Source: an optimization exercise on an open RTL-to-GDS flow (aim: small area and a short achievable clock period). Production flows keep margins and buffers that such runs may drop.
At most, simulation tests tie the RTL to the original design; equivalence was not proved.
The RTL of run 5 was laid out without a check of its function.
No activity file was given, so power comes from the tool's default toggle rates. The flow treats the clock pin as an ideal source, which a real chip does not have.

[flow/flow/run.sh]
#!/bin/bash
set -e
cp standard.sh standard_sh.copy.log
cat >> config.mk <<'EOC'
export BUFFER_PORTS_ARGS = -buffer_cell sky130_fd_sc_hd__buf_4
export CTS_ARGS = -sink_clustering_enable -repair_clock_nets -dont_use_dummy_load -sink_clustering_size 24 -sink_clustering_max_diameter 100
EOC
cp config.mk config_mk.copy.log
bash standard.sh > run_standard.log 2>&1
[flow/standard.sh]
#!/bin/bash
# synth_recipe.tcl (not shown) runs the flow's synth.tcl, then flattens the netlist and writes it again
# the make line also repeats each setting of config.mk as NAME=value (left out here)
make -C /OpenROAD-flow-scripts/flow DESIGN_CONFIG=/design/flow/config.mk WORK_HOME=/design/flow/orfs CLKGATE_MAP_FILE= SYNTH_SCRIPT=/design/flow/synth_recipe.tcl "${@:-finish}"
[flow/config.mk]
export PLATFORM = sky130hd
export DESIGN_NAME = instr_fetch_mem
export DESIGN_NICKNAME = instr_fetch_mem
export VERILOG_FILES = /design/flow/design.v
export SDC_FILE = /design/flow/constraint.sdc
export NUM_CORES = 4
export LEC_CHECK = 0
export CAP_MARGIN = 20
export CORE_MARGIN = 2
export CORE_UTILIZATION = 65
export SETUP_SLACK_MARGIN = 2.5
export SLEW_MARGIN = 20
export BUFFER_PORTS_ARGS = -buffer_cell sky130_fd_sc_hd__buf_4
export CTS_ARGS = -sink_clustering_enable -repair_clock_nets -dont_use_dummy_load -sink_clustering_size 24 -sink_clustering_max_diameter 100
[flow/constraint.sdc]
create_clock -name core_clock -period 5.0 [get_ports {IF_clk}]
set_input_delay 1.0000 -clock core_clock [delete_from_list [all_inputs] [get_ports {IF_clk}]]
set_output_delay 1.0000 -clock core_clock [all_outputs]
set_load 0.01 [all_outputs]
[flow/design.v]
package cpu_pkg;
    localparam logic [5:0] OP_RTYPE = 6'h00;
    localparam logic [5:0] OP_J     = 6'h02;
    localparam logic [5:0] OP_BEQ   = 6'h04;
    localparam logic [5:0] OP_ADDIU = 6'h09;
    localparam logic [5:0] OP_ORI   = 6'h0D;
    localparam logic [5:0] OP_LW    = 6'h23;
    localparam logic [5:0] OP_SW    = 6'h2B;
    localparam logic [5:0] FN_ADD   = 6'h20;
    localparam logic [5:0] FN_SUB   = 6'h22;
    localparam logic [5:0] FN_SUBU  = 6'h23;
    localparam logic [5:0] FN_SLT   = 6'h2A;
    localparam logic [5:0] FN_SLTU  = 6'h2B;
    localparam logic [1:0] FLT_OK       = 2'd0;
    localparam logic [1:0] FLT_MISALIGN = 2'd1;
    localparam logic [1:0] FLT_RANGE    = 2'd2;
    localparam logic [31:0] NOP_WORD = 32'h0000_0000;
endpackage
module imem_ram #(
    parameter int DEPTH = 64,
    parameter int AW    = $clog2(DEPTH)
) (
    input  logic             clk,
    input  logic [DEPTH-1:0] we,
    input  logic [31:0]      wdata,
    input  logic [AW-1:0]    raddr,
    output logic [31:0]      rdata
);
    logic [31:0] mem_r [DEPTH];
    for (genvar i = 0; i < DEPTH; i++) begin : g_word
        always_ff @(posedge clk) begin
            if (we[i]) begin
                mem_r[i] <= wdata;
            end
        end
    end
    assign rdata = mem_r[raddr];
endmodule
module instr_fetch_mem #(
    parameter int DEPTH = 64,
    parameter int AW    = $clog2(DEPTH)
) (
    input  logic              IF_clk,
    input  logic              rst,
    input  logic              ld_en,
    input  logic [AW-1:0]     ld_addr,
    input  logic [31:0]       ld_data,
    output logic              ld_busy,
    input  logic              req_valid,
    output logic              req_ready,
    input  logic [31:0]       pc,
    output logic              rsp_valid,
    input  logic              rsp_ready,
    output logic [5:0]        ins_Opcode,
    output logic [4:0]        ins_rs,
    output logic [4:0]        ins_rt,
    output logic [4:0]        ins_rd,
    output logic [5:0]        ins_func,
    output logic [25:0]       ins_imm,
    output logic [1:0]        rsp_fault
);
    logic             busy_r;
    logic             busy_we_r;
    logic             busy_wd_r;
    logic [AW-1:0]    clr_cnt_r;
    logic             run_r;
    logic             rdy_r;
    logic             busy_nxt_s;
    logic             rsp_valid_nxt_s;
    logic             rsp_valid_r;
    logic [1:0]       rsp_fault_r;
    logic [31:0]      word_r;
    logic             req_ready_s;
    logic             hs_s;
    logic             misalign_s;
    logic             range_s;
    logic [DEPTH-1:0] ram_we_s;
    logic [31:0]      ram_wdata_s;
    logic [31:0]      ram_rdata_s;
    assign busy_nxt_s = rst || (busy_r && (clr_cnt_r != AW'(DEPTH - 1)));
    always_ff @(posedge IF_clk) begin
        if (rst) begin
            clr_cnt_r <= {AW{1'b0}};
        end else if (busy_r) begin
            clr_cnt_r <= clr_cnt_r + {{(AW-1){1'b0}}, 1'b1};
        end
    end
    always_ff @(posedge IF_clk) begin
        busy_r <= busy_nxt_s;
        run_r  <= !busy_nxt_s;
        rdy_r  <= !busy_nxt_s && !rsp_valid_nxt_s;
    end
    always_ff @(posedge IF_clk) begin
        busy_we_r <= rst || (busy_we_r && (clr_cnt_r != AW'(DEPTH - 1)));
        busy_wd_r <= rst || (busy_wd_r && (clr_cnt_r != AW'(DEPTH - 1)));
    end
    assign req_ready_s = !ld_en && (rdy_r || (run_r && rsp_ready));
    assign hs_s        = req_valid && req_ready_s;
    assign misalign_s  = (pc[1:0] != 2'b00);
    assign range_s     = (pc[31:AW+2] != '0);
    for (genvar i = 0; i < DEPTH; i++) begin : g_we
        assign ram_we_s[i] = busy_we_r || (ld_en && (ld_addr == AW'(i)));
    end
    assign ram_wdata_s = busy_wd_r ? cpu_pkg::NOP_WORD : ld_data;
    imem_ram #(
        .DEPTH (DEPTH),
        .AW    (AW)
    ) u_ram (
        .clk   (IF_clk),
        .we    (ram_we_s),
        .wdata (ram_wdata_s),
        .raddr (pc[AW+1:2]),
        .rdata (ram_rdata_s)
    );
    assign rsp_valid_nxt_s = !rst && (hs_s || (rsp_valid_r && !rsp_ready));
    always_ff @(posedge IF_clk) begin
        rsp_valid_r <= rsp_valid_nxt_s;
    end
    always_ff @(posedge IF_clk) begin
        if (rst) begin
            rsp_fault_r <= cpu_pkg::FLT_OK;
            word_r      <= cpu_pkg::NOP_WORD;
        end else if (hs_s) begin
            if (misalign_s) begin
                rsp_fault_r <= cpu_pkg::FLT_MISALIGN;
                word_r      <= cpu_pkg::NOP_WORD;
            end else if (range_s) begin
                rsp_fault_r <= cpu_pkg::FLT_RANGE;
                word_r      <= cpu_pkg::NOP_WORD;
            end else begin
                rsp_fault_r <= cpu_pkg::FLT_OK;
                word_r      <= ram_rdata_s;
            end
        end
    end
    assign ld_busy    = !run_r;
    assign req_ready  = req_ready_s;
    assign rsp_valid  = rsp_valid_r;
    assign rsp_fault  = rsp_fault_r;
    assign ins_Opcode = word_r[31:26];
    assign ins_rs     = word_r[25:21];
    assign ins_rt     = word_r[20:16];
    assign ins_rd     = word_r[15:11];
    assign ins_func   = word_r[5:0];
    assign ins_imm    = word_r[25:0];
endmodule
==> results of run 1 <==
==> cells in the mapped netlist (all sizes together), types with 14 or more instances <==
library cell and count:
a221oi 102, dfxtp 46, nor2 108, nand3 61, o21ai 51, mux2i 24, a222oi 14, o21bai 20
buf 157, a22o 100, a21oi 58, a22oi 715, nand4 129, and3 17, a21o 52, nand2 127
nor2b 37, edfxtp 2048, clkbuf 104, nor4 40, nor3 46
==> per-layer routing <==
layer / vias up / part of all wire, % / wire [microns] / track usage, %
met5: - / 0.097 / 304 / 0.8003
li1: 18510 / - / - / -
met4: 18 / 9.2 / 28550 / 33.91
met1: 25110 / 30 / 94900 / 66.82
met3: 1649 / 20 / 63150 / 21.96
met2: 6371 / 40 / 125000 / 68.63
==> timing repair <==
action | in CTS | in global routing
endpoints found under the setup margin | 604 | 218
buffers inserted | 171 | 66
gates cloned | 9 | 7
gates resized for setup | 199 | 89
pin swaps | 72 | 56
==> placed cells by master, fill, tap and decap left out, types with 9 or more instances in the layout <==
cell type / n
sky130_fd_sc_hd__edfxtp_1: 2048
sky130_fd_sc_hd__a22oi_1: 688
sky130_fd_sc_hd__buf_4: 508
sky130_fd_sc_hd__nand4_1: 129
sky130_fd_sc_hd__nand2_1: 124
sky130_fd_sc_hd__clkbuf_16: 103
sky130_fd_sc_hd__a22o_1: 100
sky130_fd_sc_hd__a221oi_1: 87
sky130_fd_sc_hd__buf_12: 86
sky130_fd_sc_hd__nand3_1: 58
sky130_fd_sc_hd__a21oi_1: 53
sky130_fd_sc_hd__nor2_1: 52
sky130_fd_sc_hd__nor2_4: 51
sky130_fd_sc_hd__o21ai_0: 42
sky130_fd_sc_hd__dfxtp_1: 41
sky130_fd_sc_hd__nor2b_4: 36
sky130_fd_sc_hd__buf_6: 31
sky130_fd_sc_hd__a21o_4: 30
sky130_fd_sc_hd__nor3_1: 28
sky130_fd_sc_hd__a22oi_2: 27
sky130_fd_sc_hd__mux2i_1: 24
sky130_fd_sc_hd__o21bai_4: 20
sky130_fd_sc_hd__nor4_1: 20
sky130_fd_sc_hd__diode_2: 15
sky130_fd_sc_hd__nor4_2: 15
sky130_fd_sc_hd__a21o_2: 14
sky130_fd_sc_hd__a222oi_1: 14
sky130_fd_sc_hd__a221oi_2: 13
sky130_fd_sc_hd__nor3_4: 12
sky130_fd_sc_hd__and3_4: 12
sky130_fd_sc_hd__and4_1: 11
sky130_fd_sc_hd__o22ai_1: 10
sky130_fd_sc_hd__o2bb2ai_1: 10
sky130_fd_sc_hd__buf_8: 10
sky130_fd_sc_hd__o21ai_1: 9
==> worst min-delay path, stage by stage (launching register included) <==
cell                      delay, ns
sky130_fd_sc_hd__dfxtp_1       0.33
sky130_fd_sc_hd__o21ai_0       0.08
sky130_fd_sc_hd__a21oi_1       0.06
==> kinds of logic after synthesis <==
logic type | Yosys count
AO/OA/AOI/OAI | 1191
multiplexers | 28
buffers and inverters | 263
AND/OR/NAND/NOR | 633
XOR/XNOR | 4
flip-flops | 2094
adder cells (fa/ha/maj) | 1
==> per-stage QoR <==
stage               util [%]  power, mW  area (sq um)  cells
floorplan                  -      19.52         77370   4214
global placement       70.10      19.74         81680   5877
detailed placement     70.22      19.74         81820   5883
CTS                    74.70      27.95         87030   6160
global route           75.75      28.56         88260   6233
finish                 75.78      28.18         88290   6248
==> area by class of cell <==
cell class,instances,share of cell area (%)
antenna,15,0.04251
clock buffer,97,2.749
inverter,2,0.008502
multi-input combinational,1865,17.00
sequential,2094,70.71
tap,1524,2.160
timing repair buffer,651,7.328
==> registers in the layout (all words and copies together), names as in the netlist <==
register / flops
busy_r: 1
clr_cnt_r: 6
busy_wd_r: 1
busy_we_r: 1
rsp_fault_r: 2
rdy_r: 1
rsp_valid_r: 1
u_ram.mem_r: 2048
word_r: 32
run_r: 1
==> worst min-delay path by stage <==
stage / startpoint / to / slack [ns] / cells after the start
after floorplan: clr_cnt_r[5] / clr_cnt_r[5] / 0.46 / 2
after global placement: clr_cnt_r[5] / clr_cnt_r[5] / 0.47 / 2
after detailed placement: rsp_fault_r[0] / rsp_fault_r[0] / 0.50 / 2
after CTS: clr_cnt_r[5] / clr_cnt_r[5] / 0.51 / 2
after global routing: rsp_valid_r / rsp_valid_r / 0.53 / 2
final: clr_cnt_r[5] / clr_cnt_r[5] / 0.51 / 2
==> power groups by stage <==
| stage | sequential [mW] | combinational, mW | clock (mW) |
|---|---|---|---|
| 3_3_place_gp | 19.3 | 0.404 | 0 |
| 6_report | 18.9 | 0.629 | 8.62 |
| 4_1_cts | 18.9 | 0.521 | 8.50 |
| 3_5_place_dp | 19.3 | 0.409 | 0 |
| 5_1_grt | 18.9 | 0.612 | 9.01 |
| 2_1_floorplan | 19.3 | 0.184 | 0 |
==> reports/qor.yml, run 1 <==
status:
  status: "timing/DRC/antenna clean"
power:
  pwr-share-comb_pct: 2.2
  power_switching_mw: 5.555
  ir_worst_vdd_v: 0.0003593
  power_frac_seq_pct: 67.2
  p_int_mw: 22.62
  clock_power_share_pct: 30.6
  power.leakage_nw: 34.66
  pwr_density_cell_nw_per_um2: 319.1
  power.share.switching_pct: 19.71
detailed_routing:
  viasPerCell: 8.267
  final_antenna_net_count: 0
  drt_wl_total_mm: 311.9
  post-route-drc-count: 0
  detailroute.via_count: 51650
  post_drt_wl_per_cell_microns: 49.92
  drtPass1Iterations: 10
  initial_drt_markers: 13540
worst_setup_path:
  r2r_start: "busy_we_r"
  timing.critical_path.from_type: "primary input"
  timing.critical_path.buf_inv: 4
  path_delay_family: "simple AND/OR/NAND/NOR gates"
  critical_path.cell_chain: "buf_16 -> or4b_4 -> buf_12 -> nor3_4 -> buf_4 -> clkbuf_16 -> a22oi_1 -> nand4_1 -> or4_4 -> nor4_4 -> o21ai_1"
  end_kind: "flop"
  setup.worst_path.end: "word_r[12]"
  worst-r2r-setup-slack_ns: 2.53
  cp_slowest_cell: "sky130_fd_sc_hd__or4_4"
  worstPathRequired_ns: 5.59
  cp.depth: 11
  critPathLaunch: "pc[7]"
  worst-endpoint-arrival_ns: 3.27
  cells_on_worst_reg2reg_path: 2
  criticalPathCategory: "in -> reg"
  worstReg2RegEnd: "u_ram.mem_r[31][28]"
  timing.critical_path.slowest_cell_delay_ns: 0.57
  critPathMaxFanout: 15
floorplan:
  core-area_sq_um: 116500
  num_io_pins: 133
  die_height_microns: 347.2
  start_util_pct: 65.70
  floorplan.rows: 125
  die_area_sq_um: 120500
  die-width_microns: 347.2
clocking:
  path_clk_slew_ns: 0.10
  cts_max_path_buffers: 3
  insertion_delay_ns: 0.74
  clock_tree_from_tritoncts: "done"
  clock_sinks: 2094
  root_buffer: "sky130_fd_sc_hd__clkbuf_16"
  cts_buffers: 97
  cts.hold.buffers_added: 0
  htree_levels: 3
timing:
  final.setup.worst_slack_ns: 2.322
  fin_setup_tns_ns: 0
  final_hold_viol_count: 0
  fin_hold_ws_ns: 0.5053
  final_max_slew_viol_count: 0
  setup_violations: 0
  period_needed_ns: 2.678
  relSlewSlack_pct: 12.15
  max_slew.worst_pin.slew_ns: 1.318
  fin_crit_sh_pct: 53.55
  unrepaired_setup_endpoints_after_global_routing: "true"
  worst_clock_skew_ns: 0.04493
  max_freq_ghz: 0.3735
global_routing:
  initial_antenna_violation_count: 25
  grt_start_max_net_pins: 66
  wire_length_of_the_first_global_routing_pass_mm: 401.9
  vias_in_the_first_global_route: 46220
  gr-usage-all-layers_pct: 50.69
  global_route.overflow_total: 0
worst_hold_path:
  timing.hold.worst.class: "reg -> reg"
place:
  portBuffers: 132
  finalWeightedCongestion: 0.9454
  detailed_place_hpwl_mm: 177.6
  dp_slack_ns: 0.6474
synthesis:
  synth_async_sr_flop_share_pct: 0
  synth_seq_cells: 2094
  synthCells: 4214
  yosys.cell_types.count: 74
  muxShareOfSynthArea_pct: 0.3727
  postSynthNetCount: 4290
  synth_top_cell_by_area: "sky130_fd_sc_hd__edfxtp_1"
  post_synth_fa_ha_maj_area_fraction_pct: 0.01634
  synth_area_per_inst_sq_um: 18.17
  synthesized_area_fraction_occupied_by_ao_oa_aoi_and_oai_cells_pct: 11.79
  synth_simple_gate_area_share_pct: 4.513
  yosys_warnings: 3
  syn_area_sq_um: 76550
  combinational_family_with_the_most_area_after_synthesis: "compound AO/OA/AOI/OAI gates"
  synth_largest_type_area_fraction_pct: 80.34
  synth.yosys.seq_area_share_pct: 81.54
  synth_area_leaders: "sky130_fd_sc_hd__edfxtp_1 80%, sky130_fd_sc_hd__a22oi_1 7.0%, sky130_fd_sc_hd__dfxtp_1 1.2%"
  synth_edf_count: 2048
  synthXorXnorAreaFrac_pct: 0.04577
  ys_dominant_reg_cell: "sky130_fd_sc_hd__edfxtp_1"
finish:
  total_area_of_multi_input_combinational_cells_sq_um: 15010
  area_growth_pct: 15.34
  regArea_sq_um: 62430
  final_net_count: 4787
  fillerInstances: 6588
  drive_above_1_share_pct: 22.85
job:
  maxCapViolations: 0
==> run 2: changes to the inputs <==
--- a/flow/config.mk
+++ b/flow/config.mk
@@ -9,5 +9,5 @@
 export CORE_MARGIN = 2
-export CORE_UTILIZATION = 65
+export CORE_UTILIZATION = 55
 export SETUP_SLACK_MARGIN = 2.5
-export SLEW_MARGIN = 20
+export SLEW_MARGIN = 60
 export BUFFER_PORTS_ARGS = -buffer_cell sky130_fd_sc_hd__buf_4
==> reports/qor.yml, run 2 <==
synthesis:
  synthXorXnorAreaFrac_pct: 0.04577  # unchanged
  synth_top_cell_by_area: "sky130_fd_sc_hd__edfxtp_1"
  combinational_family_with_the_most_area_after_synthesis: "compound AO/OA/AOI/OAI gates"
  synth_area_per_inst_sq_um: 18.17  # unchanged
  synthCells: 4214  # unchanged
  synth_simple_gate_area_share_pct: 4.513  # unchanged
  ys_dominant_reg_cell: "sky130_fd_sc_hd__edfxtp_1"
  postSynthNetCount: 4290  # unchanged
  synth_edf_count: 2048  # unchanged
  synth.yosys.seq_area_share_pct: 81.54  # unchanged
  yosys.cell_types.count: 74  # unchanged
  synth_most_common_cell: "sky130_fd_sc_hd__edfxtp_1"
  muxShareOfSynthArea_pct: 0.3727  # unchanged
  synth_async_sr_flop_share_pct: 0  # unchanged
  synth_seq_cells: 2094  # unchanged
  post_synth_fa_ha_maj_area_fraction_pct: 0.01634  # unchanged
  synthesized_area_fraction_occupied_by_ao_oa_aoi_and_oai_cells_pct: 11.79  # unchanged
  syn_area_sq_um: 76550  # unchanged
  synth_area_leaders: "sky130_fd_sc_hd__edfxtp_1 80%, sky130_fd_sc_hd__a22oi_1 7.0%, sky130_fd_sc_hd__dfxtp_1 1.2%"
  synth_largest_type_area_fraction_pct: 80.34  # unchanged
  yosys_warnings: 3  # unchanged
  ys_top_cells_by_count: "2,048 x sky130_fd_sc_hd__edfxtp_1, 715 x sky130_fd_sc_hd__a22oi_1, 129 x sky130_fd_sc_hd__nand4_1"
clocking:
  clock_tree_from_tritoncts: "done"
  cts_max_path_buffers: 3  # unchanged
  insertion_delay_ns: 0.77  # +0.03 ns
  clock_sinks: 2094  # unchanged
  htree_levels: 3  # unchanged
  cts.hold.buffers_added: 0  # unchanged
  path_clk_slew_ns: 0.09  # about the same
  root_buffer: "sky130_fd_sc_hd__clkbuf_16"
  cts_buffers: 97  # unchanged
timing:
  period_needed_ns: 2.590  # -0.08788 ns
  unrepaired_setup_endpoints_after_global_routing: "true"
  max_freq_ghz: 0.3861  # +3.4%
  final.setup.worst_slack_ns: 2.410  # +0.08788 ns
  setup_violations: 0  # unchanged
  fin_crit_sh_pct: 51.80  # -1.8 points
  final_max_slew_viol_count: 0  # unchanged
  worst_clock_skew_ns: 0.05479  # +0.009858 ns
  final_hold_viol_count: 0  # unchanged
  fin_hold_ws_ns: 0.5050  # -0.0003210 ns
  max_slew.worst_pin.slew_ns: 0.7039  # -0.6138 ns
  fin_setup_tns_ns: 0  # unchanged
  relSlewSlack_pct: 53.07  # +41 points
worst_setup_path:
  cells_on_worst_reg2reg_path: 4  # +2
  worst-r2r-setup-slack_ns: 2.79  # +0.26 ns
  critical-path-top-cell-by-count: "sky130_fd_sc_hd__buf_12"
  cp_slowest_cell: "sky130_fd_sc_hd__nor4_2"
  timing.critical_path.from_type: "primary input"
  criticalPathCategory: "in -> reg"
  timing.critical_path.slowest_cell_delay_ns: 0.29  # -0.28 ns
  r2r_start: "busy_we_r"
  worst-endpoint-arrival_ns: 3.22  # -0.05 ns
  critical_path.cell_chain: "bufbuf_16 -> nand2b_4 -> buf_12 -> nor2_4 -> buf_12 -> buf_16 -> a22o_1 -> a221oi_4 -> nand3_1 -> nor4_2 -> buf_2 -> buf_6 -> a32oi_1"
  critPathMaxFanout: 5  # -10
  worstReg2RegEnd: "u_ram.mem_r[56][24]"
  end_kind: "flop"
  timing.critical_path.buf_inv: 6  # +2
  path_delay_family: "buffers and inverters"
  worstPathRequired_ns: 5.63  # +0.04 ns
place:
  detailed_place_hpwl_mm: 197.4  # +11%
  finalWeightedCongestion: 0.8990  # -4.9%
  number_of_placed_instances_taps_included: 6293  # +7.0%
  dp_slack_ns: 0.9519  # +0.3045 ns
  postPlaceCellArea_sq_um: 84380  # +3.1%
  portBuffers: 132  # unchanged
power:
  power.share.switching_pct: 20.05  # +0.33 points
  power_frac_seq_pct: 66.9  # -0.3 points
  power_switching_mw: 5.676  # +2.2%
  p_int_mw: 22.64  # about the same
  ir_worst_vdd_v: 0.0002620  # -27%
  power.leakage_nw: 35.41  # +2.2%
  clock_power_share_pct: 30.9  # +0.3 points
  p_total_mw: 28.32  # +0.49%
  pwr-share-comb_pct: 2.3  # about the same
  pwr_density_cell_nw_per_um2: 313.8  # -1.7%
finish:
  layout_common_cells: "2,048 x sky130_fd_sc_hd__edfxtp_1, 695 x sky130_fd_sc_hd__a22oi_1, 419 x sky130_fd_sc_hd__buf_4"
  area_growth_pct: 17.87
  biggestRegsByFlops: "u_ram.mem_r: 2048 flops, word_r: 32 flops, clr_cnt_r: 6 flops"
  final_cells: 6569  # +5.1%
  max_flop_register: "u_ram.mem_r"
  fillerInstances: 9321  # +41%
  final_net_count: 4846  # +1.2%
  largest_reg_flops: 2048  # unchanged
  regArea_sq_um: 62440  # about the same
  design_area_sq_um: 90230  # +2.2%
  drive_above_1_share_pct: 24.27  # +1.4 points
  most_frequent_standard_cell_in_the_layout_excluding_fill_and_tap_cells: "sky130_fd_sc_hd__edfxtp_1"
  finalCoreUtilization_pct: 65.46  # -10 points
  total_area_of_multi_input_combinational_cells_sq_um: 15040  # +0.14%
global_routing:
  vias_in_the_first_global_route: 45750  # -1.0%
  global_route.overflow_total: 0  # unchanged
  grt_start_max_net_pins: 65  # -1.5%
  initial_antenna_violation_count: 10  # -60%
  gr-usage-all-layers_pct: 44.16  # -6.5 points
  wire_length_of_the_first_global_routing_pass_mm: 412.9  # +2.7%
floorplan:
  die_height_microns: 377.1  # +8.6%
  core-area_sq_um: 137800  # +18%
  die_area_sq_um: 142200  # +18%
  floorplan.rows: 136  # +8.8%
  num_io_pins: 133  # unchanged
  die-width_microns: 377.1  # +8.6%
  start_util_pct: 55.54  # -10 points
detailed_routing:
  post_drt_wl_per_cell_microns: 48.98  # -1.9%
  viasPerCell: 7.759  # -6.1%
  drtPass1Iterations: 9  # -1
  drt_wl_total_mm: 321.7  # +3.2%
  post-route-drc-count: 0  # unchanged
  detailroute.via_count: 50970  # -1.3%
  final_antenna_net_count: 0  # unchanged
  initial_drt_markers: 11910  # -12%
status:
  status: "timing/DRC/antenna clean"
job:
  maxCapViolations: 0  # unchanged
worst_hold_path:
  worst_hold_path.endpoint: "clr_cnt_r[5]"
  timing.hold.worst.class: "reg -> reg"
  worst_hold_path.num_cells: 2  # unchanged
  hold_path.startpoint: "clr_cnt_r[5]"
==> run 2: logic make-up after synthesis <==
group,after synthesis
mux,28
fa+ha+maj,1
flops,2094
buf+inv,263
compound gates,1191
simple gates,633
xor+xnor,4
==> run 2: timing repair <==
item,in CTS,in global routing
pin swaps,45,74
gates cloned,9,10
gates resized for setup,137,138
setup buffers,70,78
endpoints found under the setup margin,45,39
==> run 2: cell type report <==
type                            instances  area share [%]
Antenna cell                            7         0.01941
Timing Repair Buffer                  716           8.933
Sequential cell                      2094           69.20
Tap cell                             1794           2.488
Clock buffer                           97           2.690
Inverter                                2        0.008320
Multi-Input combinational cell       1859           16.66
==> run 2: metal layers <==
layer	GRT usage (%)	up-vias	routed length (microns)
met3	12.74	1148	53410
met5	0	-	56
met2	63.93	5382	136600
li1	-	18620	-
met1	60.04	25810	106200
met4	25.83	8	25460
==> run 2: how the worst max path moves through the flow <==
stage	startpoint	to	depth (start not counted)	slack (ns)
CTS	pc[2]	word_r[12]	12	2.41
detailed placement	pc[3]	word_r[3]	11	0.95
global route	pc[2]	word_r[25]	11	2.39
floorplan	pc[6]	word_r[25]	9	2.18
global placement	pc[3]	word_r[21]	8	0.21
finish	pc[2]	word_r[21]	13	2.41
==> run 2: worst register-to-register path: stages, from the launching register on <==
cell	delay (ns)
sky130_fd_sc_hd__dfxtp_4	0.45
sky130_fd_sc_hd__buf_12	0.22
sky130_fd_sc_hd__buf_16	0.19
sky130_fd_sc_hd__a21o_2	0.56
sky130_fd_sc_hd__buf_4	0.44
==> run 2: power by group through the flow <==
stage / Sequential, mW / Combinational, mW / Clock (mW)
2_1_floorplan: 19.3 / 0.184 / 0
4_1_cts: 18.9 / 0.558 / 8.64
5_1_grt: 18.9 / 0.635 / 9.17
6_report: 18.9 / 0.650 / 8.74
3_3_place_gp: 19.3 / 0.427 / 0
3_5_place_dp: 19.3 / 0.458 / 0
==> run 3: changes to the inputs <==
--- a/flow/config.mk
+++ b/flow/config.mk
@@ -11,3 +11,3 @@
 export SETUP_SLACK_MARGIN = 2.5
-export SLEW_MARGIN = 60
+export SLEW_MARGIN = 20
 export BUFFER_PORTS_ARGS = -buffer_cell sky130_fd_sc_hd__buf_4
==> reports/qor.yml, run 3 <==
status:
  status: "timing/DRC/antenna clean"
floorplan:
  num_io_pins: 133  # unchanged
  die_height_microns: 377.1  # unchanged
  start_util_pct: 55.54  # unchanged
  core-area_sq_um: 137800  # unchanged
  die_area_sq_um: 142200  # unchanged
  floorplan.rows: 136  # unchanged
  die-width_microns: 377.1  # unchanged
worst_setup_path:
  end_kind: "flop"
  critical_path.cell_chain: "clkbuf_16 -> and2_4 -> buf_6 -> a22oi_1 -> o22ai_2 -> a221oi_1 -> nand3_1 -> nor4_4 -> a32oi_1"
  worst-endpoint-arrival_ns: 3.27  # +0.05 ns
  timing.critical_path.buf_inv: 2  # -4
  critPathMaxFanout: 22  # +17
  path_delay_family: "simple AND/OR/NAND/NOR gates"
  timing.critical_path.slowest_cell_delay_ns: 0.63  # +0.34 ns
  cp_slowest_cell: "sky130_fd_sc_hd__nor4_4"
  criticalPathCategory: "in -> reg"
  timing.critical_path.from_type: "primary input"
  worstPathRequired_ns: 5.60  # -0.03 ns
finish:
  drive_above_1_share_pct: 22.90  # -1.4 points
  design_area_sq_um: 88460  # -2.0%
  final_cells: 6507  # -0.94%
  fillerInstances: 9546  # +2.4%
  finalCoreUtilization_pct: 64.18  # -1.3 points
  max_flop_register: "u_ram.mem_r"
  biggestRegsByFlops: "u_ram.mem_r: 2048 flops, word_r: 32 flops, clr_cnt_r: 6 flops"
  largest_reg_flops: 2048  # unchanged
  most_frequent_standard_cell_in_the_layout_excluding_fill_and_tap_cells: "sky130_fd_sc_hd__edfxtp_1"
  layout_common_cells: "2,048 x sky130_fd_sc_hd__edfxtp_1, 680 x sky130_fd_sc_hd__a22oi_1, 525 x sky130_fd_sc_hd__buf_4"
  area_growth_pct: 15.55
  final_net_count: 4785  # -1.3%
synthesis:
  ys_dominant_reg_cell: "sky130_fd_sc_hd__edfxtp_1"
  synth_area_leaders: "sky130_fd_sc_hd__edfxtp_1 80%, sky130_fd_sc_hd__a22oi_1 7.0%, sky130_fd_sc_hd__dfxtp_1 1.2%"
  synth_async_sr_flop_share_pct: 0  # unchanged
  synth_seq_cells: 2094  # unchanged
  ys_top_cells_by_count: "2,048 x sky130_fd_sc_hd__edfxtp_1, 715 x sky130_fd_sc_hd__a22oi_1, 129 x sky130_fd_sc_hd__nand4_1"
  synth_most_common_cell: "sky130_fd_sc_hd__edfxtp_1"
  synth_largest_type_area_fraction_pct: 80.34  # unchanged
  postSynthNetCount: 4290  # unchanged
  synth.yosys.seq_area_share_pct: 81.54  # unchanged
  synthCells: 4214  # unchanged
  synth_top_cell_by_area: "sky130_fd_sc_hd__edfxtp_1"
  yosys.cell_types.count: 74  # unchanged
  synth_edf_count: 2048  # unchanged
  yosys_warnings: 3  # unchanged
  syn_area_sq_um: 76550  # unchanged
  synth_area_per_inst_sq_um: 18.17  # unchanged
clocking:
  cts_buffers: 97  # unchanged
  clock_tree_from_tritoncts: "done"
  htree_levels: 3  # unchanged
  clock_sinks: 2094  # unchanged
  root_buffer: "sky130_fd_sc_hd__clkbuf_16"
  cts_max_path_buffers: 3  # unchanged
  insertion_delay_ns: 0.78  # about the same
  path_clk_slew_ns: 0.10  # about the same
  cts.hold.buffers_added: 0  # unchanged
timing:
  final_max_slew_viol_count: 0  # unchanged
  relSlewSlack_pct: 22.07  # -31 points
  unrepaired_setup_endpoints_after_global_routing: "true"
  max_freq_ghz: 0.3746  # -3.0%
  final.setup.worst_slack_ns: 2.330  # -0.07999 ns
  fin_crit_sh_pct: 53.40  # +1.6 points
  fin_setup_tns_ns: 0  # unchanged
  max_slew.worst_pin.slew_ns: 1.166  # +0.4625 ns
  setup_violations: 0  # unchanged
  fin_hold_ws_ns: 0.5021  # -0.002968 ns
  final_hold_viol_count: 0  # unchanged
  period_needed_ns: 2.670  # +0.07999 ns
  worst_clock_skew_ns: 0.05490  # +0.0001112 ns
global_routing:
  initial_antenna_violation_count: 18  # +8
  vias_in_the_first_global_route: 45860  # +0.25%
  global_route.overflow_total: 0  # unchanged
  grt_start_max_net_pins: 65  # unchanged
  gr-usage-all-layers_pct: 44.73  # +0.57 points
  wire_length_of_the_first_global_routing_pass_mm: 416.1  # +0.77%
power:
  pwr_density_cell_nw_per_um2: 319.7  # +1.9%
  ir_worst_vdd_v: 0.0002578  # -1.6%
  power.leakage_nw: 34.62  # -2.2%
  p_total_mw: 28.28  # -0.13%
place:
  dp_slack_ns: 0.6357  # -0.3162 ns
  detailed_place_hpwl_mm: 182.8  # -7.4%
  finalWeightedCongestion: 0.8990  # unchanged
  portBuffers: 132  # unchanged
  postPlaceCellArea_sq_um: 82240  # -2.5%
  number_of_placed_instances_taps_included: 6169  # -2.0%
detailed_routing:
  drtPass1Iterations: 8  # -1
  initial_drt_markers: 11490  # -3.5%
  viasPerCell: 7.733  # -0.33%
  post-route-drc-count: 0  # unchanged
  drt_wl_total_mm: 321.1  # -0.19%
  final_antenna_net_count: 0  # unchanged
  post_drt_wl_per_cell_microns: 49.35  # +0.76%
  detailroute.via_count: 50320  # -1.3%
worst_hold_path:
  timing.hold.worst.class: "reg -> reg"
job:
  maxCapViolations: 0  # unchanged
-- run 3: cell counts after synthesis --
Identical to the previous run, type by type.
-- run 3: cells by family after synthesis --
logic type / Yosys count / synth area share, %
DFF: 2094 / 81.54
AOI/OAI and AO/OA: 1191 / 11.79
and+or+nand+nor: 633 / 4.513
buffers and inverters: 263 / 1.719
muxes: 28 / 0.3727
xor gates and xnor gates: 4 / 0.04577
adders and majority gates: 1 / 0.01634
-- run 3: final timing paths --
check / start / end / slack, ns / cells after the start
worst max register to register: busy_we_r / u_ram.mem_r[42][26] / 2.53 / 3
worst min-delay path: clr_cnt_r[5] / clr_cnt_r[5] / 0.50 / 2
worst max-delay path: pc[6] / word_r[21] / 2.33 / 9
worst min register to register: clr_cnt_r[5] / clr_cnt_r[5] / 0.50 / 2
-- run 3: repair_timing --
item,in CTS,in global routing
cloned,11,6
setup endpoints to repair,505,273
resized for setup,126,123
endpoints found under the hold margin,0,0
setup buffers,152,66
pin swaps,53,86
-- run 3: report_power, final --
part           internal [mW]  switching, mW  total [mW]
Combinational          0.219          0.399       0.618
Sequential              18.9        0.00187        18.9
Clock                   3.47           5.26        8.73
Total                   22.6           5.66        28.3
-- run 3: area by class of cell --
type / count / area (sq um) / area share, %
Antenna cell: 6 / 15.01 / 0.01697
Timing Repair Buffer: 654 / 6446 / 7.287
Sequential cell: 2094 / 62440 / 70.58
Clock buffer: 97 / 2427 / 2.744
Tap cell: 1794 / 2245 / 2.538
Multi-Input combinational cell: 1860 / 14880 / 16.82
Inverter: 2 / 7.507 / 0.008487
-- run 3: worst min-delay path: stages, from the launching register on --
cell,delay (ns)
sky130_fd_sc_hd__dfxtp_1,0.33
sky130_fd_sc_hd__o21ai_0,0.07
sky130_fd_sc_hd__a21oi_1,0.06
-- run 3: layer usage --
metal	part of all wire [%]	GRT usage, %	vias to the layer above
met1	33	59.74	25420
li1	-	-	18480
met5	0.047	0	-
met3	17	14.97	1144
met2	42	63.98	5253
met4	8.1	26.96	22
==> run 4: changes to the inputs <==
--- a/flow/flow/run.sh
+++ b/flow/flow/run.sh
@@ -4,3 +4,3 @@
 cat >> config.mk <<'EOC'
-export BUFFER_PORTS_ARGS = -buffer_cell sky130_fd_sc_hd__buf_4
+export BUFFER_PORTS_ARGS = -buffer_cell sky130_fd_sc_hd__buf_2
 export CTS_ARGS = -sink_clustering_enable -repair_clock_nets -dont_use_dummy_load -sink_clustering_size 24 -sink_clustering_max_diameter 100
--- a/flow/config.mk
+++ b/flow/config.mk
@@ -10,5 +10,5 @@
 export CORE_UTILIZATION = 55
-export SETUP_SLACK_MARGIN = 2.5
+export SETUP_SLACK_MARGIN = 2.3
 export SLEW_MARGIN = 20
-export BUFFER_PORTS_ARGS = -buffer_cell sky130_fd_sc_hd__buf_4
+export BUFFER_PORTS_ARGS = -buffer_cell sky130_fd_sc_hd__buf_2
 export CTS_ARGS = -sink_clustering_enable -repair_clock_nets -dont_use_dummy_load -sink_clustering_size 24 -sink_clustering_max_diameter 100
==> reports/qor.yml, run 4 <==
worst_setup_path:
  critical_path.cell_chain: "buf_8 -> or2_4 -> buf_4 -> nor3_4 -> buf_4 -> a22oi_1 -> nand4_1 -> or4_4 -> nor4_4 -> buf_4 -> o21ai_1"
  end_kind: "flop"
  criticalPathCategory: "in -> reg"
  timing.critical_path.slowest_cell_delay_ns: 0.52  # -0.11 ns
  worstPathRequired_ns: 5.63  # +0.03 ns
  critPathMaxFanout: 24  # +9.1%
  worst-endpoint-arrival_ns: 3.45  # +0.18 ns
  cp_slowest_cell: "sky130_fd_sc_hd__or4_4"
  critical-path-top-cell-by-count: "sky130_fd_sc_hd__buf_4"
  timing.critical_path.from_type: "primary input"
detailed_routing:
  drt_wl_total_mm: 311.1  # -3.1%
  viasPerCell: 7.723  # -0.13%
  final_antenna_net_count: 0  # unchanged
  drtPass1Iterations: 8  # unchanged
  detailroute.via_count: 49360  # -1.9%
  initial_drt_markers: 11170  # -2.8%
  post-route-drc-count: 0  # unchanged
  post_drt_wl_per_cell_microns: 48.68  # -1.4%
clocking:
  cts_buffers: 97  # unchanged
  htree_levels: 3  # unchanged
  path_clk_slew_ns: 0.09  # about the same
  clock_sinks: 2094  # unchanged
  cts.hold.buffers_added: 0  # unchanged
  root_buffer: "sky130_fd_sc_hd__clkbuf_16"
  clock_tree_from_tritoncts: "done"
  cts_max_path_buffers: 3  # unchanged
  insertion_delay_ns: 0.78  # about the same
synthesis:
  synth_area_leaders: "sky130_fd_sc_hd__edfxtp_1 80%, sky130_fd_sc_hd__a22oi_1 7.0%, sky130_fd_sc_hd__dfxtp_1 1.2%"
  synth_largest_type_area_fraction_pct: 80.34  # unchanged
  synth_area_per_inst_sq_um: 18.17  # unchanged
  synth_edf_count: 2048  # unchanged
  synthCells: 4214  # unchanged
  synth_async_sr_flop_share_pct: 0  # unchanged
  synth.yosys.seq_area_share_pct: 81.54  # unchanged
  postSynthNetCount: 4290  # unchanged
  synth_top_cell_by_area: "sky130_fd_sc_hd__edfxtp_1"
  yosys_warnings: 3  # unchanged
  synth_most_common_cell: "sky130_fd_sc_hd__edfxtp_1"
  ys_dominant_reg_cell: "sky130_fd_sc_hd__edfxtp_1"
  ys_top_cells_by_count: "2,048 x sky130_fd_sc_hd__edfxtp_1, 715 x sky130_fd_sc_hd__a22oi_1, 129 x sky130_fd_sc_hd__nand4_1"
  syn_area_sq_um: 76550  # unchanged
  synth_seq_cells: 2094  # unchanged
  yosys.cell_types.count: 74  # unchanged
timing:
  setup_violations: 0  # unchanged
  final.setup.worst_slack_ns: 2.181  # -0.1489 ns
  final_hold_viol_count: 0  # unchanged
  relSlewSlack_pct: 17.60  # -4.5 points
  max_freq_ghz: 0.3548  # -5.3%
  final_max_slew_viol_count: 0  # unchanged
  worst_clock_skew_ns: 0.05877  # +0.003865 ns
  fin_hold_ws_ns: 0.4451  # -0.05691 ns
  fin_crit_sh_pct: 56.38  # +3.0 points
  period_needed_ns: 2.819  # +0.1489 ns
  unrepaired_setup_endpoints_after_global_routing: "true"
  max_slew.worst_pin.slew_ns: 1.236  # +0.06958 ns
place:
  portBuffers: 132  # unchanged
  postPlaceCellArea_sq_um: 82120  # -0.15%
  finalWeightedCongestion: 0.9122  # +1.5%
  dp_slack_ns: 0.3504  # -0.2854 ns
  detailed_place_hpwl_mm: 182.6  # -0.15%
global_routing:
  gr-usage-all-layers_pct: 43.33  # -1.4 points
  vias_in_the_first_global_route: 44470  # -3.0%
  initial_antenna_violation_count: 9  # -9
  grt_start_max_net_pins: 66  # +1.5%
  wire_length_of_the_first_global_routing_pass_mm: 404.1  # -2.9%
  global_route.overflow_total: 0  # unchanged
power:
  pwr_density_cell_nw_per_um2: 326.1  # +2.0%
  power.leakage_nw: 33.72  # -2.6%
  ir_worst_vdd_v: 0.0003653  # +42%
  p_total_mw: 28.14  # -0.49%
floorplan:
  die_area_sq_um: 142200  # unchanged
  num_io_pins: 133  # unchanged
  floorplan.rows: 136  # unchanged
  die_height_microns: 377.1  # unchanged
  start_util_pct: 55.54  # unchanged
  die-width_microns: 377.1  # unchanged
  core-area_sq_um: 137800  # unchanged
worst_hold_path:
  timing.hold.worst.class: "reg -> reg"
finish:
  largest_reg_flops: 2048  # unchanged
  max_flop_register: "u_ram.mem_r"
  most_frequent_standard_cell_in_the_layout_excluding_fill_and_tap_cells: "sky130_fd_sc_hd__edfxtp_1"
  design_area_sq_um: 86290  # -2.5%
  biggestRegsByFlops: "u_ram.mem_r: 2048 flops, word_r: 32 flops, clr_cnt_r: 6 flops"
  layout_common_cells: "2,048 x sky130_fd_sc_hd__edfxtp_1, 711 x sky130_fd_sc_hd__a22oi_1, 317 x sky130_fd_sc_hd__buf_4"
  area_growth_pct: 12.72
  fillerInstances: 9822  # +2.9%
  drive_above_1_share_pct: 19.25  # -3.7 points
  final_net_count: 4670  # -2.4%
job:
  maxCapViolations: 0  # unchanged
status:
  status: "timing/DRC/antenna clean"
run 4: cell counts after synthesis:
Identical to the previous run, type by type.
run 4: logic make-up after synthesis:
kind of cell,share of synthesized area (%)
compound gates,11.79
xor+xnor,0.04577
fa+ha+maj,0.01634
buf+inv,1.719
flops,81.54
mux,0.3727
simple gates,4.513
run 4: routing by layer:
metal / vias up / part of all wire [%] / track usage (%)
li1: 18240 / - / -
met1: 25080 / 34 / 59.95
met2: 5010 / 43 / 63.02
met3: 1019 / 16 / 11.29
met4: 12 / 7.2 / 24.30
met5: - / 0.028 / 0
run 4: worst paths after layout:
kind               from                   to  slack (ns)  depth (start not counted)
min reg2reg  word_r[28]           word_r[28]        0.45                          2
min          word_r[28]           word_r[28]        0.45                          2
max               pc[3]           word_r[28]        2.18                         11
max reg2reg   busy_we_r  u_ram.mem_r[10][28]        2.48                          2
run 4: area by class of cell:
class	instances	area (sq um)	area share, %
Tap cell	1794	2245	2.601
Sequential cell	2094	62430	72.35
Inverter	2	7.507	0.008700
Timing Repair Buffer	542	4873	5.648
Antenna cell	5	12.51	0.01450
Multi-Input combinational cell	1857	14300	16.57
Clock buffer	97	2427	2.813
run 4: power by group:
group / internal [mW] / switching, mW
sequential: 18.9 / 0.00199
combinational: 0.147 / 0.355
clock: 3.47 / 5.24
run 4: metrics by stage:
| step | TNS [ns] | cells | util [%] |
|---|---|---|---|
| CTS | 0 | 6355 | 62.20 |
| detailed placement | 0 | 6172 | 59.58 |
| global placement | -0.06567 | 6162 | 59.43 |
| global route | 0 | 6386 | 62.59 |
| floorplan | 0 | 4214 | - |
| finish | 0 | 6391 | 62.60 |
run 4: timing repair:
action	in CTS	in global routing
buffers inserted	86	27
cloned	0	3
resized for setup	74	36
pin swaps	25	14
endpoints found under the setup margin	113	130
run 4: worst max-delay path: cells and delay by family:
| kind | cells | cell delay, ns |
|---|---|---|
| compound gates | 2 | 0.28 |
| buf+inv | 4 | 0.83 |
| simple gates | 5 | 1.31 |
==> run 5: changes to the inputs <==
--- a/flow/design.v
+++ b/flow/design.v
@@ -24,2 +24,3 @@
     input  logic [DEPTH-1:0] we,
+    input  logic [DEPTH-1:0] we2,
     input  logic [31:0]      wdata,
@@ -32,3 +33,6 @@
             if (we[i]) begin
-                mem_r[i] <= wdata;
+                mem_r[i][15:0] <= wdata[15:0];
+            end
+            if (we2[i]) begin
+                mem_r[i][31:16] <= wdata[31:16];
             end
@@ -63,2 +67,3 @@
     logic             busy_we_r;
+    logic             busy_we2_r;
     logic             busy_wd_r;
@@ -77,2 +82,3 @@
     logic [DEPTH-1:0] ram_we_s;
+    logic [DEPTH-1:0] ram_we2_s;
     logic [31:0]      ram_wdata_s;
@@ -94,2 +100,3 @@
         busy_we_r <= rst || (busy_we_r && (clr_cnt_r != AW'(DEPTH - 1)));
+        busy_we2_r <= rst || (busy_we2_r && (clr_cnt_r != AW'(DEPTH - 1)));
         busy_wd_r <= rst || (busy_wd_r && (clr_cnt_r != AW'(DEPTH - 1)));
@@ -101,3 +108,4 @@
     for (genvar i = 0; i < DEPTH; i++) begin : g_we
-        assign ram_we_s[i] = busy_we_r || (ld_en && (ld_addr == AW'(i)));
+        assign ram_we_s[i]  = busy_we_r  || (ld_en && (ld_addr == AW'(i)));
+        assign ram_we2_s[i] = busy_we2_r || (ld_en && (ld_addr == AW'(i)));
     end
@@ -110,2 +118,3 @@
         .we    (ram_we_s),
+        .we2   (ram_we2_s),
         .wdata (ram_wdata_s),
--- a/flow/flow/run.sh
+++ b/flow/flow/run.sh
@@ -4,3 +4,3 @@
 cat >> config.mk <<'EOC'
-export BUFFER_PORTS_ARGS = -buffer_cell sky130_fd_sc_hd__buf_2
+export BUFFER_PORTS_ARGS = -buffer_cell sky130_fd_sc_hd__buf_4
 export CTS_ARGS = -sink_clustering_enable -repair_clock_nets -dont_use_dummy_load -sink_clustering_size 24 -sink_clustering_max_diameter 100
--- a/flow/config.mk
+++ b/flow/config.mk
@@ -10,5 +10,5 @@
 export CORE_UTILIZATION = 55
-export SETUP_SLACK_MARGIN = 2.3
+export SETUP_SLACK_MARGIN = 2.5
 export SLEW_MARGIN = 20
-export BUFFER_PORTS_ARGS = -buffer_cell sky130_fd_sc_hd__buf_2
+export BUFFER_PORTS_ARGS = -buffer_cell sky130_fd_sc_hd__buf_4
 export CTS_ARGS = -sink_clustering_enable -repair_clock_nets -dont_use_dummy_load -sink_clustering_size 24 -sink_clustering_max_diameter 100
==> reports/qor.yml, run 5 <==
status:
  status: "timing/DRC/antenna clean"
worst_setup_path:
  criticalPathCategory: "in -> reg"
  critical_path.cell_chain: "buf_16 -> or2_4 -> buf_4 -> nor2_4 -> a222oi_1 -> nand3_1 -> or4_4 -> or4_1 -> a22o_1"
  critPathMaxFanout: 6  # -75%
  timing.critical_path.slowest_cell_delay_ns: 0.57  # +0.05 ns
  worstReg2RegEnd: "u_ram.mem_r[7][6]"
  cp_slowest_cell: "sky130_fd_sc_hd__a222oi_1"
  timing.critical_path.buf_inv: 2  # -2
  worst-endpoint-arrival_ns: 3.39  # -0.06 ns
  timing.critical_path.from_type: "primary input"
  worst-r2r-setup-slack_ns: 2.52  # +0.04 ns
  end_kind: "flop"
  cells_on_worst_reg2reg_path: 2  # unchanged
  worstPathRequired_ns: 5.65  # +0.02 ns
  r2r_start: "busy_we_r"
  path_delay_family: "simple AND/OR/NAND/NOR gates"
finish:
  layout_common_cells: "2,048 x sky130_fd_sc_hd__edfxtp_1, 572 x sky130_fd_sc_hd__a22oi_1, 448 x sky130_fd_sc_hd__buf_4"
  area_growth_pct: 16.53
  design_area_sq_um: 89730  # +4.0%
  drive_above_1_share_pct: 24.42  # +5.2 points
  most_frequent_standard_cell_in_the_layout_excluding_fill_and_tap_cells: "sky130_fd_sc_hd__edfxtp_1"
  fillerInstances: 9644  # -1.8%
  largest_reg_flops: 2048  # unchanged
  final_net_count: 4870  # +4.3%
  biggestRegsByFlops: "u_ram.mem_r: 2048 flops, word_r: 32 flops, clr_cnt_r: 6 flops"
  max_flop_register: "u_ram.mem_r"
  finalCoreUtilization_pct: 64.47  # +1.9 points
timing:
  period_needed_ns: 2.744  # -0.07438 ns
  setup_violations: 0  # unchanged
  fin_crit_sh_pct: 54.89  # -1.5 points
  final_max_slew_viol_count: 0  # unchanged
  max_slew.worst_pin.slew_ns: 1.330  # +0.09417 ns
  relSlewSlack_pct: 11.32  # -6.3 points
  unrepaired_setup_endpoints_after_global_routing: "true"
  final.setup.worst_slack_ns: 2.256  # +0.07438 ns
  worst_clock_skew_ns: 0.03324  # -0.02553 ns
  final_hold_viol_count: 0  # unchanged
  fin_setup_tns_ns: 0  # unchanged
  max_freq_ghz: 0.3644  # +2.7%
synthesis:
  synth_edf_count: 2048  # unchanged
  synth_top_cell_by_area: "sky130_fd_sc_hd__edfxtp_1"
  yosys_warnings: 3  # unchanged
  yosys.cell_types.count: 64  # -14%
  synth_seq_cells: 2095  # +0.048%
  syn_area_sq_um: 77000  # +0.59%
  synth.yosys.seq_area_share_pct: 81.09  # -0.45 points
  ys_top_cells_by_count: "2,048 x sky130_fd_sc_hd__edfxtp_1, 615 x sky130_fd_sc_hd__a22oi_1, 152 x sky130_fd_sc_hd__clkbuf_1"
  synth_area_leaders: "sky130_fd_sc_hd__edfxtp_1 80%, sky130_fd_sc_hd__a22oi_1 6.0%, sky130_fd_sc_hd__a221oi_1 1.7%"
  synth_area_per_inst_sq_um: 17.83  # -1.9%
  postSynthNetCount: 4395  # +2.4%
  synth_largest_type_area_fraction_pct: 79.86  # -0.47 points
  synth_async_sr_flop_share_pct: 0  # unchanged
  synth_most_common_cell: "sky130_fd_sc_hd__edfxtp_1"
  ys_dominant_reg_cell: "sky130_fd_sc_hd__edfxtp_1"
  synthCells: 4319  # +2.5%
detailed_routing:
  viasPerCell: 7.965  # +3.1%
  drt_wl_total_mm: 344.3  # +11%
  post-route-drc-count: 0  # unchanged
  detailroute.via_count: 53170  # +7.7%
  initial_drt_markers: 12840  # +15%
  post_drt_wl_per_cell_microns: 51.58  # +6.0%
  drtPass1Iterations: 10  # +2
  final_antenna_net_count: 0  # unchanged
clocking:
  htree_levels: 3  # unchanged
  cts_buffers: 97  # unchanged
  insertion_delay_ns: 0.76  # -0.02 ns
  root_buffer: "sky130_fd_sc_hd__clkbuf_16"
  path_clk_slew_ns: 0.09  # about the same
  clock_tree_from_tritoncts: "done"
  cts_max_path_buffers: 3  # unchanged
  cts.hold.buffers_added: 0  # unchanged
  clock_sinks: 2095  # +0.048%
place:
  postPlaceCellArea_sq_um: 82190  # about the same
  dp_slack_ns: 0.7682  # +0.4178 ns
  finalWeightedCongestion: 0.9569  # +4.9%
  detailed_place_hpwl_mm: 195.8  # +7.2%
  portBuffers: 132  # unchanged
job:
  maxCapViolations: 0  # unchanged
global_routing:
  top_usage_layer: "met1"
  global_route.overflow_total: 0  # unchanged
  vias_in_the_first_global_route: 46190  # +3.9%
  wire_length_of_the_first_global_routing_pass_mm: 436.0  # +7.9%
  gr-usage-all-layers_pct: 47.15  # +3.8 points
  use_met2_pct: 64.22  # +1.2 points
  initial_antenna_violation_count: 19  # +10
  grt_start_max_net_pins: 65  # -1.5%
  global_route.usage.met1_pct: 64.72  # +4.8 points
  grt.met3_usage_pct: 21.01  # +9.7 points
floorplan:
  num_io_pins: 133  # unchanged
  floorplan.rows: 137  # +0.74%
  die_area_sq_um: 143000  # +0.58%
  die-width_microns: 378.2  # +0.29%
  die_height_microns: 378.2  # +0.29%
  start_util_pct: 55.32  # -0.22 points
  core-area_sq_um: 139200  # +0.98%
power:
  power.share.switching_pct: 20.12  # +0.23 points
  pwr-share-comb_pct: 2.4  # +0.6 points
  power_frac_seq_pct: 66.8  # -0.5 points
  ir_worst_vdd_v: 0.0003091  # -15%
  clock_power_share_pct: 30.9  # about the same
  power_switching_mw: 5.707  # +2.0%
  power.leakage_nw: 35.19  # +4.4%
  p_int_mw: 22.66  # +0.52%
  pwr_density_cell_nw_per_um2: 316.2  # -3.1%
worst_hold_path:
  hold_path.startpoint: "word_r[14]"
  timing.hold.worst.class: "reg -> reg"
  worst_hold_path.endpoint: "word_r[14]"
  worst_hold_path.num_cells: 2  # unchanged
==> run 5: cell types whose count changed after synthesis, sizes merged, moves of 19 or more <==
cell,previous run,this run
a22oi,715,615
nand2b,11,99
a21o,52,4
clkbuf,104,152
a221oi,102,146
a22o,100,144
or2,8,49
buf,157,119
a32oi,8,31
mux2,4,24
nand2,127,147
nand3,61,42
o21bai,20,1
==> run 5: worst max-delay path by stage <==
| stage | endpoint | slack [ns] | cells past startpoint | startpoint |
|---|---|---|---|---|
| floorplan | word_r[26] | 1.92 | 9 | pc[6] |
| global placement | word_r[5] | 0.55 | 8 | pc[2] |
| detailed placement | word_r[19] | 0.77 | 9 | pc[4] |
| CTS | u_ram.mem_r[41][5] | 2.36 | 5 | ld_en |
| global route | word_r[30] | 2.33 | 12 | pc[6] |
| finish | word_r[26] | 2.26 | 9 | pc[6] |
==> run 5: cell type report <==
type | count | area, sq um | area share [%]
Multi-Input combinational cell | 1954 | 15700 | 17.49
Sequential cell | 2095 | 62450 | 69.59
Timing Repair Buffer | 643 | 6787 | 7.563
Clock buffer | 97 | 2427 | 2.705
Inverter | 3 | 11.26 | 0.01255
Antenna cell | 7 | 17.52 | 0.01952
Tap cell | 1876 | 2347 | 2.616
==> run 5: power by group through the flow <==
stage / combinational, mW / clock (mW) / sequential, mW
final: 0.671 / 8.76 / 18.9
after global routing: 0.652 / 9.18 / 18.9
after CTS: 0.564 / 8.64 / 18.9
after detailed placement: 0.430 / 0 / 19.3
after global placement: 0.426 / 0 / 19.3
after floorplan: 0.182 / 0 / 19.3
==> run 5: kinds of logic (layout without fill, tap and decap cells) <==
| kind of cell | count (synthesis) | after routing | synth area share, % |
|---|---|---|---|
| simple gates | 809 | 813 | 5.739 |
| buf+inv | 274 | 743 | 1.578 |
| xor+xnor | 4 | 4 | 0.04550 |
| other cells | 0 | 7 | 0 |
| flops | 2095 | 2095 | 81.09 |
| compound gates | 1084 | 1084 | 10.82 |
| mux | 52 | 52 | 0.7149 |
| fa+ha+maj | 1 | 1 | 0.01625 |
==> run 5: repair_timing <==
item | CTS | global route
setup endpoints to repair | 594 | 857
pin swaps | 78 | 78
gates resized for setup | 199 | 217
setup buffers | 184 | 80
cloned | 12 | 6
==> run 5: stage by stage <==
step / power (mW) / std cells / hold slack [ns]
after floorplan: 19.52 / 4319 / 0.4587
after global placement: 19.77 / 6284 / 0.4677
after detailed placement: 19.77 / 6288 / 0.4799
after CTS: 28.15 / 6581 / 0.4927
after global routing: 28.77 / 6668 / 0.5243
final: 28.37 / 6675 / 0.4921
==> run 5: worst min-delay path: cells and delay by family (launching register included) <==
family	cells	cell delay (ns)
compound gates	1	0.05
simple gates	1	0.06
flops	1	0.34
==> run 5: metal layers <==
metal	vias up	share of wire (%)
met5	-	0.23
met3	1311	20
li1	18720	-
met2	6329	40
met1	26750	33
met4	48	6.4
==> run 6: changes to the inputs <==
--- a/flow/design.v
+++ b/flow/design.v
@@ -24,3 +24,2 @@
     input  logic [DEPTH-1:0] we,
-    input  logic [DEPTH-1:0] we2,
     input  logic [31:0]      wdata,
@@ -33,6 +32,3 @@
             if (we[i]) begin
-                mem_r[i][15:0] <= wdata[15:0];
-            end
-            if (we2[i]) begin
-                mem_r[i][31:16] <= wdata[31:16];
+                mem_r[i] <= wdata;
             end
@@ -67,3 +63,2 @@
     logic             busy_we_r;
-    logic             busy_we2_r;
     logic             busy_wd_r;
@@ -82,3 +77,2 @@
     logic [DEPTH-1:0] ram_we_s;
-    logic [DEPTH-1:0] ram_we2_s;
     logic [31:0]      ram_wdata_s;
@@ -100,3 +94,2 @@
         busy_we_r <= rst || (busy_we_r && (clr_cnt_r != AW'(DEPTH - 1)));
-        busy_we2_r <= rst || (busy_we2_r && (clr_cnt_r != AW'(DEPTH - 1)));
         busy_wd_r <= rst || (busy_wd_r && (clr_cnt_r != AW'(DEPTH - 1)));
@@ -108,4 +101,3 @@
     for (genvar i = 0; i < DEPTH; i++) begin : g_we
-        assign ram_we_s[i]  = busy_we_r  || (ld_en && (ld_addr == AW'(i)));
-        assign ram_we2_s[i] = busy_we2_r || (ld_en && (ld_addr == AW'(i)));
+        assign ram_we_s[i] = busy_we_r || (ld_en && (ld_addr == AW'(i)));
     end
@@ -118,3 +110,2 @@
         .we    (ram_we_s),
-        .we2   (ram_we2_s),
         .wdata (ram_wdata_s),
==> flow/flow/run.sh (replaced) <==
#!/bin/bash
set -e
cp standard.sh standard_sh.copy.log
cat >> config.mk <<'EOC'
export BUFFER_PORTS_ARGS = -buffer_cell sky130_fd_sc_hd__buf_4
export CTS_ARGS = -sink_clustering_enable -repair_clock_nets -dont_use_dummy_load -sink_clustering_size 30 -sink_clustering_max_diameter 120
EOC
cp config.mk config_mk.copy.log
bash standard.sh > run_standard.log 2>&1
--- a/flow/config.mk
+++ b/flow/config.mk
@@ -13,2 +13,2 @@
 export BUFFER_PORTS_ARGS = -buffer_cell sky130_fd_sc_hd__buf_4
-export CTS_ARGS = -sink_clustering_enable -repair_clock_nets -dont_use_dummy_load -sink_clustering_size 24 -sink_clustering_max_diameter 100
+export CTS_ARGS = -sink_clustering_enable -repair_clock_nets -dont_use_dummy_load -sink_clustering_size 30 -sink_clustering_max_diameter 120
==> reports/qor.yml, run 6 <==
clocking:
  cts_buffers: 79  # -19%
  clock_sinks: 2094  # -0.048%
  clock_tree_from_tritoncts: "done"
  htree_levels: 3  # unchanged
  cts.hold.buffers_added: 0  # unchanged
  cts_max_path_buffers: 3  # unchanged
  insertion_delay_ns: 0.77  # about the same
  path_clk_slew_ns: 0.12  # +0.03 ns
  root_buffer: "sky130_fd_sc_hd__clkbuf_16"
synthesis:
  synth.yosys.seq_area_share_pct: 81.54  # +0.45 points
  synth_area_leaders: "sky130_fd_sc_hd__edfxtp_1 80%, sky130_fd_sc_hd__a22oi_1 7.0%, sky130_fd_sc_hd__dfxtp_1 1.2%"
  synthCells: 4214  # -2.4%
  synth_async_sr_flop_share_pct: 0  # unchanged
  synth_seq_cells: 2094  # -0.048%
  ys_dominant_reg_cell: "sky130_fd_sc_hd__edfxtp_1"
  synth_edf_count: 2048  # unchanged
  synth_top_cell_by_area: "sky130_fd_sc_hd__edfxtp_1"
  syn_area_sq_um: 76550  # -0.59%
  synth_largest_type_area_fraction_pct: 80.34  # +0.47 points
  yosys_warnings: 3  # unchanged
  synth_area_per_inst_sq_um: 18.17  # +1.9%
  postSynthNetCount: 4290  # -2.4%
  yosys.cell_types.count: 74  # +16%
  synth_most_common_cell: "sky130_fd_sc_hd__edfxtp_1"
  ys_top_cells_by_count: "2,048 x sky130_fd_sc_hd__edfxtp_1, 715 x sky130_fd_sc_hd__a22oi_1, 129 x sky130_fd_sc_hd__nand4_1"
detailed_routing:
  post-route-drc-count: 0  # unchanged
  initial_drt_markers: 11190  # -13%
  drtPass1Iterations: 8  # -2
  post_drt_wl_per_cell_microns: 49.36  # -4.3%
  detailroute.via_count: 50250  # -5.5%
  drt_wl_total_mm: 318.9  # -7.4%
  final_antenna_net_count: 0  # unchanged
  viasPerCell: 7.777  # -2.4%
floorplan:
  die-width_microns: 377.1  # -0.29%
  floorplan.rows: 136  # -0.73%
  core-area_sq_um: 137800  # -0.97%
  die_height_microns: 377.1  # -0.29%
  die_area_sq_um: 142200  # -0.58%
  num_io_pins: 133  # unchanged
  start_util_pct: 55.54  # +0.22 points
timing:
  final_max_slew_viol_count: 0  # unchanged
  worst_clock_skew_ns: 0.05551  # +0.02227 ns
  fin_setup_tns_ns: 0  # unchanged
  relSlewSlack_pct: 21.09  # +9.8 points
  setup_violations: 0  # unchanged
  max_slew.worst_pin.slew_ns: 1.184  # -0.1466 ns
  fin_crit_sh_pct: 53.29  # -1.6 points
  max_freq_ghz: 0.3753  # +3.0%
  unrepaired_setup_endpoints_after_global_routing: "true"
  period_needed_ns: 2.665  # -0.07983 ns
  final_hold_viol_count: 0  # unchanged
finish:
  drive_above_1_share_pct: 21.59  # -2.8 points
  max_flop_register: "u_ram.mem_r"
  largest_reg_flops: 2048  # unchanged
  design_area_sq_um: 87540  # -2.4%
  biggestRegsByFlops: "u_ram.mem_r: 2048 flops, word_r: 32 flops, clr_cnt_r: 6 flops"
  final_net_count: 4733  # -2.8%
  area_growth_pct: 14.35
  layout_common_cells: "2,048 x sky130_fd_sc_hd__edfxtp_1, 693 x sky130_fd_sc_hd__a22oi_1, 495 x sky130_fd_sc_hd__buf_4"
  most_frequent_standard_cell_in_the_layout_excluding_fill_and_tap_cells: "sky130_fd_sc_hd__edfxtp_1"
power:
  p_total_mw: 27.51  # -3.0%
  pwr_density_cell_nw_per_um2: 314.3  # -0.59%
  power.leakage_nw: 34.16  # -2.9%
  ir_worst_vdd_v: 0.0002952  # -4.5%
worst_setup_path:
  critPathMaxFanout: 15  # +9
  criticalPathCategory: "in -> reg"
  worst-endpoint-arrival_ns: 3.29  # -0.10 ns
  r2r_start: "busy_we_r"
  worstReg2RegEnd: "u_ram.mem_r[21][26]"
  cells_on_worst_reg2reg_path: 3  # +1
  worstPathRequired_ns: 5.63  # -0.02 ns
  worst-r2r-setup-slack_ns: 2.58  # +0.06 ns
  critPathLaunch: "pc[3]"
  timing.critical_path.from_type: "primary input"
  end_kind: "flop"
  setup.worst_path.end: "word_r[28]"
worst_hold_path:
  worst_hold_path.num_cells: 2  # unchanged
  timing.hold.worst.class: "reg -> reg"
place:
  portBuffers: 132  # unchanged
  finalWeightedCongestion: 0.8990  # -6.1%
  detailed_place_hpwl_mm: 182.8  # -6.6%
  postPlaceCellArea_sq_um: 82240  # about the same
status:
  status: "timing/DRC/antenna clean"
global_routing:
  global_route.overflow_total: 0  # unchanged
  vias_in_the_first_global_route: 45500  # -1.5%
  gr-usage-all-layers_pct: 44.39  # -2.8 points
  initial_antenna_violation_count: 16  # -3
  wire_length_of_the_first_global_routing_pass_mm: 413.2  # -5.2%
  grt_start_max_net_pins: 65  # unchanged
job:
  maxCapViolations: 0  # unchanged
[run 6: cell count changes after synthesis, moves of 20 or more]
| cell | before | now |
|---|---|---|
| sky130_fd_sc_hd__a22oi_1 | 615 | 715 |
| sky130_fd_sc_hd__buf_1 | 31 | 10 |
| sky130_fd_sc_hd__or2_2 | 46 | 8 |
| sky130_fd_sc_hd__nand2_1 | 147 | 127 |
| sky130_fd_sc_hd__nor3_1 | 58 | 38 |
| sky130_fd_sc_hd__a32oi_1 | 31 | 8 |
| sky130_fd_sc_hd__nand2b_1 | 99 | 11 |
| sky130_fd_sc_hd__a221oi_1 | 146 | 102 |
| sky130_fd_sc_hd__buf_2 | 59 | 100 |
| sky130_fd_sc_hd__a21o_1 | 4 | 52 |
| sky130_fd_sc_hd__a22o_1 | 144 | 100 |
| sky130_fd_sc_hd__mux2_2 | 24 | 4 |
| sky130_fd_sc_hd__clkbuf_1 | 152 | 103 |
[run 6: repair_timing]
item                                    in CTS  in global routing
cloned                                       9                  2
resized for setup                          145                 95
pin swaps                                   52                 44
buffers inserted                           151                 39
endpoints found under the setup margin     496                223
[run 6: worst min-delay path by stage]
stage                 startpoint      endpoint  slack, ns
floorplan           clr_cnt_r[5]  clr_cnt_r[5]       0.46
global placement    clr_cnt_r[5]  clr_cnt_r[5]       0.47
detailed placement    word_r[27]    word_r[27]       0.47
CTS                   word_r[27]    word_r[27]       0.50
global route          word_r[27]    word_r[27]       0.54
finish              clr_cnt_r[5]  clr_cnt_r[5]       0.50
[run 6: cell type report]
cell class              count  area (sq um)
well taps                1794          2245
diodes                     13         32.53
repair buffers            620          6046
multi-input cells        1860         14800
fillers                  9661         50290
inverters                   2         7.507
clock buffers              79          1977
flip-flops and latches   2094         62440
[run 6: logic make-up (layout without fill, tap and decap cells)]
group / after synthesis / after routing / synth area share, %
buffers and inverters: 263 / 701 / 1.719
muxes: 28 / 28 / 0.3727
DFF: 2094 / 2094 / 81.54
xor gates and xnor gates: 4 / 4 / 0.04577
and+or+nand+nor: 633 / 636 / 4.513
AOI/OAI and AO/OA: 1191 / 1191 / 11.79
other: 0 / 13 / 0
adders and majority gates: 1 / 1 / 0.01634
[run 6: power by group]
group,internal (mW),switching [mW]
Combinational,0.200,0.391
Sequential,18.9,0.00187
Clock,2.87,5.12
Total,22.0,5.51
[run 6: critical path, stage by stage]
cell	delay (ns)
sky130_fd_sc_hd__bufbuf_16	0.29
sky130_fd_sc_hd__nand2b_4	0.18
sky130_fd_sc_hd__buf_4	0.15
sky130_fd_sc_hd__nor2_4	0.07
sky130_fd_sc_hd__buf_4	0.24
sky130_fd_sc_hd__buf_12	0.18
sky130_fd_sc_hd__a22oi_1	0.21
sky130_fd_sc_hd__nand4_1	0.14
sky130_fd_sc_hd__or4_1	0.46
sky130_fd_sc_hd__nor4_2	0.22
sky130_fd_sc_hd__o21ai_1	0.13
[run 6: through the flow]
| stage | setup slack [ns] | hold WS [ns] | std cells | utilization (%) |
|---|---|---|---|---|
| detailed placement | 0.6357 | 0.4708 | 6169 | 59.67 |
| finish | 2.335 | 0.5041 | 6462 | 63.51 |
| floorplan | 2.177 | 0.4587 | 4214 | - |
| global route | 2.358 | 0.5374 | 6449 | 63.49 |
| CTS | 2.304 | 0.5002 | 6408 | 62.85 |
| global placement | 0.2110 | 0.4700 | 6163 | 59.56 |
[run 6: per-layer routing]
layer	track usage [%]	up-vias	wire (microns)
met5	0	-	155
met4	26.85	26	25490
met3	13.82	1149	51620
met2	63.80	5199	135400
met1	59.69	25500	106300
li1	-	18390	-

## re-timing with driven ports
How much do the figures lean on ideal ports? The routed layouts below were timed once more, with nothing changed but the port constraints.
Step 1 sets driving cells, clkbuf_16 on the clock port and buf_2 on the other inputs (assumed; they add their load-dependent delay and slew).
Step 2, shift: input delay + t, output delay - t, t = (earliest + latest rising clock arrival at the registers) / 2. This alone moves slack from input paths to output paths.
Slacks: ideal / step 1 / step 2; pairs: ideal / step 1.
run	shift t [ns]	slack for setup (ns)	hold WS [ns]	clock arrival spread, ns
run 1	0.793	2.322 / 2.209 / 1.415	0.505 / 0.505 / 0.505	0.049 / 0.049
run 2	0.828	2.410 / 2.337 / 1.510	0.505 / 0.491 / 0.505	0.058 / 0.059
run 3	0.824	2.330 / 2.293 / 1.469	0.502 / 0.502 / 0.502	0.072 / 0.072
run 4	0.829	2.181 / 2.195 / 1.367	0.445 / 0.445 / 0.445	0.063 / 0.063
run 5	0.832	2.256 / 2.074 / 1.242	0.492 / 0.492 / 0.492	0.046 / 0.046
run 6	0.820	2.335 / 2.329 / 1.509	0.504 / 0.504 / 0.504	0.069 / 0.070
After both steps setup and hold are still met in every run listed. For run 5, which loses most, drivers alone change the setup slack by -0.182 ns; drivers and shift together by -1.014 ns.
